Background: an optimization exercise with open tools, aiming at small area and a short achievable clock period. Do not read the settings as production practice. At most, simulation tests tie the RTL to the original design; equivalence was not proved. Power is estimated from default activity; no workload was simulated.

==> fjord <==
==> flow/design.v (excerpt) <==
module store_buffer #(
  parameter  int SB_ENTRIES = store_buffer_pkg::SB_ENTRIES,
  parameter  int ROB_SIZE   = store_buffer_pkg::ROB_ENTRIES,
  localparam int IDX_BITS   = $clog2(ROB_SIZE)
) (
  input  logic                                clk,
  input  logic                                reset,
  input  logic                                st_wr_en,
  input  logic [IDX_BITS-1:0]                 st_wr_rob_idx,
  input  logic [31:0]                         st_wr_addr,
  input  logic [31:0]                         st_wr_data,
  input  logic [3:0]                          st_wr_be,
  input  logic [store_buffer_pkg::ISSUE_WIDTH-1:0]              commit_valid,
  input  logic [store_buffer_pkg::ISSUE_WIDTH-1:0]              commit_is_store,
  input  logic [store_buffer_pkg::ISSUE_WIDTH-1:0][IDX_BITS-1:0] commit_rob_idx,
  input  logic                                flush_en,
  output logic                                dc_req_valid,
  output logic [31:0]                         dc_req_addr,
  output logic [31:0]                         dc_req_data,
  output logic [3:0]                          dc_req_be,
  input  logic                                dc_req_ready,
  input  logic [31:0]                         ld_fwd_addr,
  input  logic [3:0]                          ld_fwd_be,
  output logic                                ld_fwd_hit,
  output logic                                ld_fwd_stall,
  output logic [31:0]                         ld_fwd_data,
  output logic                                sb_full,
  output logic                                sb_empty,
  output logic                                sb_err
);
  localparam int PW = $clog2(SB_ENTRIES);
  logic [SB_ENTRIES-1:0][IDX_BITS-1:0] rob_q;
  logic [SB_ENTRIES-1:0][29:0]         addr_q;
  logic [SB_ENTRIES-1:0][31:0]         data_q;
  logic [SB_ENTRIES-1:0][3:0]          be_q;
  logic [PW:0] head_q, cmt_q, tail_q;
  logic [PW:0] head_d, cmt_d, tail_d;
  logic        err_q, err_d;
  logic          full, empty, req_v, drain, wr_ok;
  logic          a0, a1;
  logic [PW:0]   avail;
  logic [IDX_BITS-1:0] rob_c0, rob_s1;
  logic [SB_ENTRIES-1:0] valid;
  logic [SB_ENTRIES-1:0] head_oh;
  ...
==> module store_buffer_fwd_match, before the edit <==
module store_buffer_fwd_match #(
  parameter  int N  = 8,
  localparam int PW = $clog2(N)
) (
  input  logic [N-1:0]        valid_i,
  input  logic [N-1:0][29:0]  addr_i,
  input  logic [N-1:0][31:0]  data_i,
  input  logic [N-1:0][3:0]   be_i,
  input  logic [N-1:0]        tail_oh_i,
  input  logic [29:0]         ld_waddr_i,
  input  logic [3:0]          ld_be_i,
  output logic                hit_o,
  output logic                stall_o,
  output logic [31:0]         data_o
);
  function automatic logic [N-1:0] younger_mask(int i, int j);
    for (int t = 0; t < N; t++) begin
      younger_mask[t] = ((j - t + N) % N) > ((i - t + N) % N);
    end
  endfunction
  logic [N-1:0]        ne;
  logic [N-1:0]        sel;
  logic [N-1:0]        cov;
  logic [N-1:0][N-1:0] younger;
  for (genvar i = 0; i < N; i++) begin : g_cmp
    store_buffer_addr_ne u_ne (
      .a_i  (addr_i[i]),
      .b_i  (ld_waddr_i),
      .ne_o (ne[i])
    );
  end
  for (genvar i = 0; i < N; i++) begin : g_age
    for (genvar j = 0; j < N; j++) begin : g_pair
      localparam logic [N-1:0] MASK = younger_mask(i, j);
      assign younger[i][j] = |(tail_oh_i & MASK);
    end
  end
  always_comb begin
    for (int i = 0; i < N; i++) begin
      cov[i] = (ld_be_i & ~be_i[i]) == 4'b0000;
    end
  end
  store_buffer_fwd_pick #(
    .N (N)
  ) u_pick (
    .valid_i   (valid_i),
    .younger_i (younger),
    .ne_i      (ne),
    .sel_o     (sel)
  );
  store_buffer_oh_mux #(
    .N (N),
    .W (32)
  ) u_data_mux (
    .sel_i  (sel),
    .data_i (data_i),
    .data_o (data_o)
  );
  store_buffer_fwd_class #(
    .N (N)
  ) u_class (
    .sel_i   (sel),
    .cov_i   (cov),
    .hit_o   (hit_o),
    .stall_o (stall_o)
  );
endmodule
==> module store_buffer_addr_ne, before the edit <==
module store_buffer_addr_ne (
  input  logic [29:0] a_i,
  input  logic [29:0] b_i,
  output logic        ne_o
);
  assign ne_o = a_i != b_i;
endmodule
==> module store_buffer_fwd_pick, before the edit <==
module store_buffer_fwd_pick #(
  parameter int N = 8
) (
  input  logic [N-1:0]        valid_i,
  input  logic [N-1:0][N-1:0] younger_i,
  input  logic [N-1:0]        ne_i,
  output logic [N-1:0]        sel_o
);
  always_comb begin
    for (int i = 0; i < N; i++) begin
      sel_o[i] = valid_i[i] && !ne_i[i] && (~ne_i & younger_i[i]) == '0;
    end
  end
endmodule
==> module store_buffer_fwd_class, before the edit <==
module store_buffer_fwd_class #(
  parameter int N = 8
) (
  input  logic [N-1:0] sel_i,
  input  logic [N-1:0] cov_i,
  output logic         hit_o,
  output logic         stall_o
);
  assign hit_o   = |(sel_i & cov_i);
  assign stall_o = |(sel_i & ~cov_i);
endmodule
export LEC_CHECK = 0
export CAP_MARGIN = 20
export CORE_MARGIN = 2
export CORE_UTILIZATION = 40
export SLEW_MARGIN = 20
export SYNTH_HIERARCHICAL = 1
export SYNTH_MINIMUM_KEEP_SIZE = 0
create_clock -name core_clock -period 12.0 [get_ports {clk}]
standard.sh (not shown) runs the stock make flow with config.mk's settings and CLKGATE_MAP_FILE= SYNTH_SCRIPT=/design/flow/synth_recipe.tcl, a recipe that flattens the netlist after the stock synthesis.
==> flow/flow/run.sh <==
#!/bin/bash
# Standard ORFS layout (standard.sh) with tuned port buffers, clock tree and timing repair target.
set -euo pipefail
bash standard.sh BUFFER_PORTS_ARGS=-buffer_cell\ sky130_fd_sc_hd__buf_1 CTS_ARGS=-sink_clustering_enable\ -repair_clock_nets\ -dont_use_dummy_load\ -buf_list\ sky130_fd_sc_hd__clkbuf_8 SETUP_SLACK_MARGIN=6 finish > flow_make.log 2>&1
==> lagoon: changes against fjord <==
--- a/flow/design.v
+++ b/flow/design.v
@@ -22,89 +22,174 @@
   function automatic logic [N-1:0] younger_mask(int i, int j);
     for (int t = 0; t < N; t++) begin
       younger_mask[t] = ((j - t + N) % N) > ((i - t + N) % N);
     end
   endfunction
   logic [N-1:0]        ne;
-  logic [N-1:0]        sel;
+  logic [N-1:0]        eq;
+  logic [N-1:0]        sel_lo, sel_hi;
   logic [N-1:0]        cov;
-  logic [N-1:0][N-1:0] younger;
+  logic [N-1:0][N-1:0] not_younger;
   for (genvar i = 0; i < N; i++) begin : g_cmp
     store_buffer_addr_ne u_ne (
       .a_i  (addr_i[i]),
       .b_i  (ld_waddr_i),
-      .ne_o (ne[i])
+      .ne_o (ne[i]),
+      .eq_o (eq[i])
     );
   end
   for (genvar i = 0; i < N; i++) begin : g_age
     for (genvar j = 0; j < N; j++) begin : g_pair
       localparam logic [N-1:0] MASK = younger_mask(i, j);
-      assign younger[i][j] = |(tail_oh_i & MASK);
+      assign not_younger[i][j] = ~|(tail_oh_i & MASK);
     end
   end
   always_comb begin
     for (int i = 0; i < N; i++) begin
       cov[i] = (ld_be_i & ~be_i[i]) == 4'b0000;
     end
   end
   store_buffer_fwd_pick #(
     .N (N)
   ) u_pick (
     .valid_i   (valid_i),
-    .younger_i (younger),
+    .not_younger_i (not_younger),
     .ne_i      (ne),
-    .sel_o     (sel)
+    .eq_i      (eq),
+    .sel_lo_o  (sel_lo),
+    .sel_hi_o  (sel_hi)
   );
+  logic [N-1:0][16:0] fwd_lo_in, fwd_hi_in;
+  logic [33:0]        fwd_out;
+  always_comb begin
+    for (int i = 0; i < N; i++) begin
+      fwd_lo_in[i] = {cov[i], data_i[i][15:0]};
+      fwd_hi_in[i] = {~cov[i], data_i[i][31:16]};
+    end
+  end
   store_buffer_oh_mux #(
     .N (N),
-    .W (32)
-  ) u_data_mux (
-    .sel_i  (sel),
-    .data_i (data_i),
-    .data_o (data_o)
+    .W (17)
+  ) u_lo_mux (
+    .sel_i  (sel_lo),
+    .data_i (fwd_lo_in),
+    .data_o ({fwd_out[32], fwd_out[15:0]})
   );
-  store_buffer_fwd_class #(
-    .N (N)
-  ) u_class (
-    .sel_i   (sel),
-    .cov_i   (cov),
-    .hit_o   (hit_o),
-    .stall_o (stall_o)
+  store_buffer_oh_mux #(
+    .N (N),
+    .W (17)
+  ) u_hi_mux (
+    .sel_i  (sel_hi),
+    .data_i (fwd_hi_in),
+    .data_o ({fwd_out[33], fwd_out[31:16]})
   );
+  assign data_o  = fwd_out[31:0];
+  assign hit_o   = fwd_out[32];
+  assign stall_o = fwd_out[33];
 endmodule
 module store_buffer_addr_ne (
   input  logic [29:0] a_i,
   input  logic [29:0] b_i,
-  output logic        ne_o
+  output logic        ne_o,
+  output logic        eq_o
+);
+  logic [29:0] diff;
+  logic [14:0] eq2;
+  logic [4:0]  ne6;
+  logic        eq18, eq12;
+  assign diff = a_i ^ b_i;
+  for (genvar k = 0; k < 15; k++) begin : g_eq2
+    store_buffer_nor2 u_nor (.a_i (diff[2*k]), .b_i (diff[2*k+1]), .y_o (eq2[k]));
+  end
+  for (genvar k = 0; k < 5; k++) begin : g_ne6
+    store_buffer_nand3 u_nand (.a_i (eq2[3*k]), .b_i (eq2[3*k+1]), .c_i (eq2[3*k+2]), .y_o (ne6[k]));
+  end
+  store_buffer_nor3 u_eq18 (.a_i (ne6[0]), .b_i (ne6[1]), .c_i (ne6[2]), .y_o (eq18));
+  store_buffer_nor2 u_eq12 (.a_i (ne6[3]), .b_i (ne6[4]), .y_o (eq12));
+  assign ne_o = ~(eq18 & eq12);
+  store_buffer_and2 u_eq (.a_i (eq18), .b_i (eq12), .y_o (eq_o));
+endmodule
+module store_buffer_nor2 (
+  input  logic a_i,
+  input  logic b_i,
+  output logic y_o
+);
+  assign y_o = ~(a_i | b_i);
+endmodule
+module store_buffer_nor3 (
+  input  logic a_i,
+  input  logic b_i,
+  input  logic c_i,
+  output logic y_o
+);
+  assign y_o = ~(a_i | b_i | c_i);
+endmodule
+module store_buffer_nand3 (
+  input  logic a_i,
+  input  logic b_i,
+  input  logic c_i,
+  output logic y_o
 );
-  assign ne_o = a_i != b_i;
+  assign y_o = ~(a_i & b_i & c_i);
 endmodule
 module store_buffer_fwd_pick #(
   parameter int N = 8
 ) (
   input  logic [N-1:0]        valid_i,
-  input  logic [N-1:0][N-1:0] younger_i,
+  input  logic [N-1:0][N-1:0] not_younger_i,
   input  logic [N-1:0]        ne_i,
-  output logic [N-1:0]        sel_o
+  input  logic [N-1:0]        eq_i,
+  output logic [N-1:0]        sel_lo_o,
+  output logic [N-1:0]        sel_hi_o
 );
-  always_comb begin
-    for (int i = 0; i < N; i++) begin
-      sel_o[i] = valid_i[i] && !ne_i[i] && (~ne_i & younger_i[i]) == '0;
-    end
+  for (genvar i = 0; i < N; i++) begin : g_ent
+    localparam int J0 = (i + 1) % N;
+    localparam int J1 = (i + 2) % N;
+    localparam int J2 = (i + 3) % N;
+    localparam int J3 = (i + 4) % N;
+    localparam int J4 = (i + 5) % N;
+    localparam int J5 = (i + 6) % N;
+    localparam int J6 = (i + 7) % N;
+    logic [N-1:0] old;
+    logic [3:0]   blk;
+    logic [1:0]   clr;
+    assign old = not_younger_i[i];
+    store_buffer_oai22 u_b0 (.a0_i (ne_i[J0]), .a1_i (old[J0]), .b0_i (ne_i[J1]), .b1_i (old[J1]), .y_o (blk[0]));
+    store_buffer_oai22 u_b1 (.a0_i (ne_i[J2]), .a1_i (old[J2]), .b0_i (ne_i[J3]), .b1_i (old[J3]), .y_o (blk[1]));
+    store_buffer_oai22 u_b2 (.a0_i (ne_i[J4]), .a1_i (old[J4]), .b0_i (ne_i[J5]), .b1_i (old[J5]), .y_o (blk[2]));
+    store_buffer_oai211 u_b3 (.a0_i (ne_i[J6]), .a1_i (old[J6]), .b_i (eq_i[i]), .c_i (valid_i[i]), .y_o (blk[3]));
+    store_buffer_nor2 u_c0 (.a_i (blk[0]), .b_i (blk[1]), .y_o (clr[0]));
+    store_buffer_nor2 u_c1 (.a_i (blk[2]), .b_i (blk[3]), .y_o (clr[1]));
+    store_buffer_and2 u_sel_lo (.a_i (clr[0]), .b_i (clr[1]), .y_o (sel_lo_o[i]));
+    store_buffer_and2 u_sel_hi (.a_i (clr[0]), .b_i (clr[1]), .y_o (sel_hi_o[i]));
   end
 endmodule
-module store_buffer_fwd_class #(
-  parameter int N = 8
-) (
-  input  logic [N-1:0] sel_i,
-  input  logic [N-1:0] cov_i,
-  output logic         hit_o,
-  output logic         stall_o
+module store_buffer_oai22 (
+  input  logic a0_i,
+  input  logic a1_i,
+  input  logic b0_i,
+  input  logic b1_i,
+  output logic y_o
+);
+  assign y_o = ~((a0_i | a1_i) & (b0_i | b1_i));
+endmodule
+module store_buffer_oai211 (
+  input  logic a0_i,
+  input  logic a1_i,
+  input  logic b_i,
+  input  logic c_i,
+  output logic y_o
+);
+  assign y_o = ~((a0_i | a1_i) & b_i & c_i);
+endmodule
+module store_buffer_and2 (
+  input  logic a_i,
+  input  logic b_i,
+  output logic y_o
 );
-  assign hit_o   = |(sel_i & cov_i);
-  assign stall_o = |(sel_i & ~cov_i);
+  assign y_o = a_i & b_i;
 endmodule
 module store_buffer_oh_mux #(
   parameter int N = 8,
   parameter int W = 32
 ) (
   input  logic [N-1:0]        sel_i,
==> flow/flow/run.sh (replaced) <==
#!/bin/bash
# Standard ORFS layout (standard.sh) with tuned port buffers, clock tree and timing repair target.
set -euo pipefail
bash standard.sh BUFFER_PORTS_ARGS=-buffer_cell\ sky130_fd_sc_hd__buf_1 CTS_ARGS=-sink_clustering_enable\ -repair_clock_nets\ -dont_use_dummy_load\ -buf_list\ sky130_fd_sc_hd__clkbuf_8\ -sink_clustering_size\ 15\ -sink_clustering_max_diameter\ 50 SETUP_SLACK_MARGIN=4.6 finish > flow_make.log 2>&1
==> flow/config.mk (replaced) <==
export PLATFORM = sky130hd
export DESIGN_NAME = store_buffer
export DESIGN_NICKNAME = store_buffer
export VERILOG_FILES = /design/flow/design.v
export SDC_FILE = /design/flow/constraint.sdc
export NUM_CORES = 4
export LEC_CHECK = 0
export CAP_MARGIN = 20
export CORE_MARGIN = 2
export CORE_UTILIZATION = 70
export SLEW_MARGIN = 20
export SYNTH_HIERARCHICAL = 1
export SYNTH_MINIMUM_KEEP_SIZE = 0
==> onyx: changes against fjord <==
--- a/flow/design.v
+++ b/flow/design.v
@@ -21,90 +21,54 @@
 );
   function automatic logic [N-1:0] younger_mask(int i, int j);
     for (int t = 0; t < N; t++) begin
       younger_mask[t] = ((j - t + N) % N) > ((i - t + N) % N);
     end
   endfunction
-  logic [N-1:0]        ne;
+  logic [N-1:0]        m;
   logic [N-1:0]        sel;
   logic [N-1:0]        cov;
   logic [N-1:0][N-1:0] younger;
   for (genvar i = 0; i < N; i++) begin : g_cmp
-    store_buffer_addr_ne u_ne (
+    store_buffer_addr_eq u_eq (
       .a_i  (addr_i[i]),
       .b_i  (ld_waddr_i),
-      .ne_o (ne[i])
+      .eq_o (m[i])
     );
   end
   for (genvar i = 0; i < N; i++) begin : g_age
     for (genvar j = 0; j < N; j++) begin : g_pair
       localparam logic [N-1:0] MASK = younger_mask(i, j);
       assign younger[i][j] = |(tail_oh_i & MASK);
     end
   end
   always_comb begin
     for (int i = 0; i < N; i++) begin
       cov[i] = (ld_be_i & ~be_i[i]) == 4'b0000;
     end
-  end
-  store_buffer_fwd_pick #(
-    .N (N)
-  ) u_pick (
-    .valid_i   (valid_i),
-    .younger_i (younger),
-    .ne_i      (ne),
-    .sel_o     (sel)
-  );
+    for (int i = 0; i < N; i++) begin
+      sel[i] = valid_i[i] && m[i] && (m & younger[i]) == '0;
+    end
+  end
   store_buffer_oh_mux #(
     .N (N),
     .W (32)
   ) u_data_mux (
     .sel_i  (sel),
     .data_i (data_i),
     .data_o (data_o)
   );
-  store_buffer_fwd_class #(
-    .N (N)
-  ) u_class (
-    .sel_i   (sel),
-    .cov_i   (cov),
-    .hit_o   (hit_o),
-    .stall_o (stall_o)
-  );
-endmodule
-module store_buffer_addr_ne (
+  assign hit_o   = |(sel & cov);
+  assign stall_o = |(sel & ~cov);
+endmodule
+module store_buffer_addr_eq (
   input  logic [29:0] a_i,
   input  logic [29:0] b_i,
-  output logic        ne_o
-);
-  assign ne_o = a_i != b_i;
-endmodule
-module store_buffer_fwd_pick #(
-  parameter int N = 8
-) (
-  input  logic [N-1:0]        valid_i,
-  input  logic [N-1:0][N-1:0] younger_i,
-  input  logic [N-1:0]        ne_i,
-  output logic [N-1:0]        sel_o
-);
-  always_comb begin
-    for (int i = 0; i < N; i++) begin
-      sel_o[i] = valid_i[i] && !ne_i[i] && (~ne_i & younger_i[i]) == '0;
-    end
-  end
-endmodule
-module store_buffer_fwd_class #(
-  parameter int N = 8
-) (
-  input  logic [N-1:0] sel_i,
-  input  logic [N-1:0] cov_i,
-  output logic         hit_o,
-  output logic         stall_o
-);
-  assign hit_o   = |(sel_i & cov_i);
-  assign stall_o = |(sel_i & ~cov_i);
+  output logic        eq_o
+);
+  assign eq_o = a_i == b_i;
 endmodule
 module store_buffer_oh_mux #(
   parameter int N = 8,
   parameter int W = 32
 ) (
   input  logic [N-1:0]        sel_i,
@@ -114,48 +78,12 @@
   always_comb begin
     data_o = '0;
     for (int i = 0; i < N; i++) begin
       data_o = data_o | ({W{sel_i[i]}} & data_i[i]);
     end
   end
-endmodule
-module store_buffer_oh_mux8 #(
-  parameter int W = 32
-) (
-  input  logic [7:0]        sel_i,
-  input  logic [7:0][W-1:0] data_i,
-  output logic [W-1:0]      data_o
-);
-  for (genvar b = 0; b < W; b++) begin : g_bit
-    logic [2:0] part_n;
-    store_buffer_aoi222 u_a (
-      .a0_i (sel_i[0]), .b0_i (data_i[0][b]),
-      .a1_i (sel_i[1]), .b1_i (data_i[1][b]),
-      .a2_i (sel_i[2]), .b2_i (data_i[2][b]),
-      .y_o  (part_n[0])
-    );
-    store_buffer_aoi222 u_b (
-      .a0_i (sel_i[3]), .b0_i (data_i[3][b]),
-      .a1_i (sel_i[4]), .b1_i (data_i[4][b]),
-      .a2_i (sel_i[5]), .b2_i (data_i[5][b]),
-      .y_o  (part_n[1])
-    );
-    assign part_n[2] = ~((sel_i[6] & data_i[6][b]) | (sel_i[7] & data_i[7][b]));
-    assign data_o[b] = ~&part_n;
-  end
-endmodule
-module store_buffer_aoi222 (
-  input  logic a0_i,
-  input  logic b0_i,
-  input  logic a1_i,
-  input  logic b1_i,
-  input  logic a2_i,
-  input  logic b2_i,
-  output logic y_o
-);
-  assign y_o = ~((a0_i & b0_i) | (a1_i & b1_i) | (a2_i & b2_i));
 endmodule
 module store_buffer #(
   parameter  int SB_ENTRIES = store_buffer_pkg::SB_ENTRIES,
   parameter  int ROB_SIZE   = store_buffer_pkg::ROB_ENTRIES,
   localparam int IDX_BITS   = $clog2(ROB_SIZE)
 ) (
@@ -192,47 +120,30 @@
   logic [PW:0] head_q, cmt_q, tail_q;
   logic [PW:0] head_d, cmt_d, tail_d;
   logic        err_q, err_d;
   logic          full, empty, req_v, drain, wr_ok;
   logic          a0, a1;
   logic [PW:0]   avail;
-  logic [IDX_BITS-1:0] rob_c0, rob_s1;
+  logic [PW-1:0] cmt1;
+  logic [IDX_BITS-1:0] rob_c0, rob_c1, rob_s1;
   logic [SB_ENTRIES-1:0] valid;
   logic [SB_ENTRIES-1:0] head_oh;
   logic unused_lo;
   assign unused_lo = ^{st_wr_addr[1:0], ld_fwd_addr[1:0]};
   assign full  = head_q == {~tail_q[PW], tail_q[PW-1:0]};
   assign empty = tail_q == head_q;
   assign req_v = cmt_q != head_q;
   assign drain = req_v && dc_req_ready;
   assign wr_ok = st_wr_en && !full && !flush_en;
   assign avail = tail_q - cmt_q;
   assign a0 = commit_valid[0] && commit_is_store[0];
   assign a1 = commit_valid[1] && commit_is_store[1];
-  logic [SB_ENTRIES-1:0] cmt_oh, cmt1_oh, chk1_oh;
-  always_comb begin
-    for (int i = 0; i < SB_ENTRIES; i++) begin
-      cmt_oh[i] = cmt_q[PW-1:0] == i[PW-1:0];
-    end
-  end
-  assign cmt1_oh = {cmt_oh[SB_ENTRIES-2:0], cmt_oh[SB_ENTRIES-1]};
-  assign chk1_oh = a0 ? cmt1_oh : cmt_oh;
-  store_buffer_oh_mux8 #(
-    .W (IDX_BITS)
-  ) u_rob0_mux (
-    .sel_i  (cmt_oh),
-    .data_i (rob_q),
-    .data_o (rob_c0)
-  );
-  store_buffer_oh_mux8 #(
-    .W (IDX_BITS)
-  ) u_rob1_mux (
-    .sel_i  (chk1_oh),
-    .data_i (rob_q),
-    .data_o (rob_s1)
-  );
+  assign cmt1   = cmt_q[PW-1:0] + PW'(1);
+  assign rob_c0 = rob_q[cmt_q[PW-1:0]];
+  assign rob_c1 = rob_q[cmt1];
+  assign rob_s1 = a0 ? rob_c1 : rob_c0;
   always_comb begin
     err_d = err_q;
     if (st_wr_en && full) err_d = 1'b1;
     if ((a0 || a1) && avail == '0) err_d = 1'b1;
     if (a0 && a1 && avail == (PW+1)'(1)) err_d = 1'b1;
     if (a0 && rob_c0 != commit_rob_idx[0]) err_d = 1'b1;
@@ -284,13 +195,14 @@
   logic [65:0]                 head_out;
   always_comb begin
     for (int i = 0; i < SB_ENTRIES; i++) begin
       head_in[i] = {addr_q[i], data_q[i], be_q[i]};
     end
   end
-  store_buffer_oh_mux8 #(
+  store_buffer_oh_mux #(
+    .N (SB_ENTRIES),
     .W (66)
   ) u_head_mux (
     .sel_i  (head_oh),
     .data_i (head_in),
     .data_o (head_out)
   );
==> flow/flow/run.sh (replaced) <==
#!/bin/bash
# Standard ORFS layout (standard.sh) with tuned port buffers, clock tree and timing repair target.
set -euo pipefail
bash standard.sh BUFFER_PORTS_ARGS=-buffer_cell\ sky130_fd_sc_hd__buf_1 CTS_ARGS=-sink_clustering_enable\ -repair_clock_nets\ -dont_use_dummy_load\ -buf_list\ sky130_fd_sc_hd__clkbuf_16\ -sink_clustering_size\ 20\ -sink_clustering_max_diameter\ 60 SETUP_SLACK_MARGIN=4.5 finish > flow_make.log 2>&1
==> flow/config.mk (replaced) <==
export PLATFORM = sky130hd
export DESIGN_NAME = store_buffer
export DESIGN_NICKNAME = store_buffer
export VERILOG_FILES = /design/flow/design.v
export SDC_FILE = /design/flow/constraint.sdc
export NUM_CORES = 4
export LEC_CHECK = 0
export CAP_MARGIN = 20
export CORE_MARGIN = 2
export CORE_UTILIZATION = 70
export SLEW_MARGIN = 20
export SYNTH_HIERARCHICAL = 1
export SYNTH_MINIMUM_KEEP_SIZE = 0
==> comparison <==
fjord passed the timing, design-rule and antenna checks. lagoon passed the timing, design-rule and antenna checks. onyx ran to the end with no violations.
Combinational power is about the same in onyx and lagoon.
Worst hold slack, highest first: lagoon, onyx, fjord.
The lowest power belongs to lagoon, the highest to fjord.
Global-route usage: fjord < lagoon < onyx.
Core utilization: onyx > lagoon > fjord.
Of lagoon and fjord, fjord has the higher non-clock buffer count (gap 74).
Clock skew: onyx is lower than lagoon (0.0028 ns).
Critical path depth: onyx > fjord > lagoon.
==> figures <==
	onyx	lagoon	fjord
Sequential group power	2.57 mW	2.56 mW	2.59 mW
Status	no timing/DRC/antenna violations	no timing/DRC/antenna violations	no timing/DRC/antenna violations
Most prevalent standard cell on the critical path	-	sky130_fd_sc_hd__nor2_1	sky130_fd_sc_hd__nand4_1
Final core utilization	82.34%	76.58%	49.32%
Initial core utilization	71.07%	71.24%	40.21%
Number of antenna violations at the first check in global routing	6	6	15
Mean Syn Cell Area	14.97 sq um	14.28 sq um	14.97 sq um
Floorplan die area	0.03973 sq mm	0.04001 sq mm	0.06792 sq mm
Number of buffers created by CTS	38	49	96
PostCTS Resize Cnt	204	43	199
Maximum single-stage delay on the critical path	0.42 ns	0.36 ns	0.56 ns
Cell area after placement	0.02788 sq mm	0.02811 sq mm	0.02886 sq mm
Setup slack at placement	2.608 ns	4.126 ns	3.123 ns
Clock network fraction of total power	20.5%	17.1%	22.9%
Simple-gate portion of the synthesized area	6.779%	-	8.313%
Cell area after synthesis	0.02671 sq mm	0.02690 sq mm	0.02634 sq mm
Proportion of synthesized area in mux cells	2.361%	-	0.08551%
The RTL of fjord was laid out without a check of its function.

## afterwards: timing with drivers on the ports
The flow's constraints put no driver on any port. The routed layouts listed below were extracted and timed again, unchanged, in two steps. Step 1, drivers: a clkbuf_16 drives clk and a buf_2 each remaining input, both assumed. Step 2, shift: input delay + t, output delay - t, t = (earliest + latest rising clock arrival at the registers) / 2. This alone moves slack from input paths to output paths. Slacks: no drivers / after step 1 / after step 2; pairs: no drivers / after step 1.
| run | t, ns | slack for setup (ns) | latest minus earliest clock arrival (ns) |
|---|---|---|---|
| fjord | 0.724 | 4.364 / 4.303 / 4.303 | 0.130 / 0.130 |
| lagoon | 0.680 | 4.634 / 4.592 / 4.592 | 0.062 / 0.063 |
| onyx | 0.627 | 4.233 / 4.175 / 4.175 | 0.043 / 0.043 |
After both steps every run listed still meets setup and hold. For fjord, which loses most, drivers alone change the setup slack by -0.061 ns; drivers and shift together by -0.061 ns.
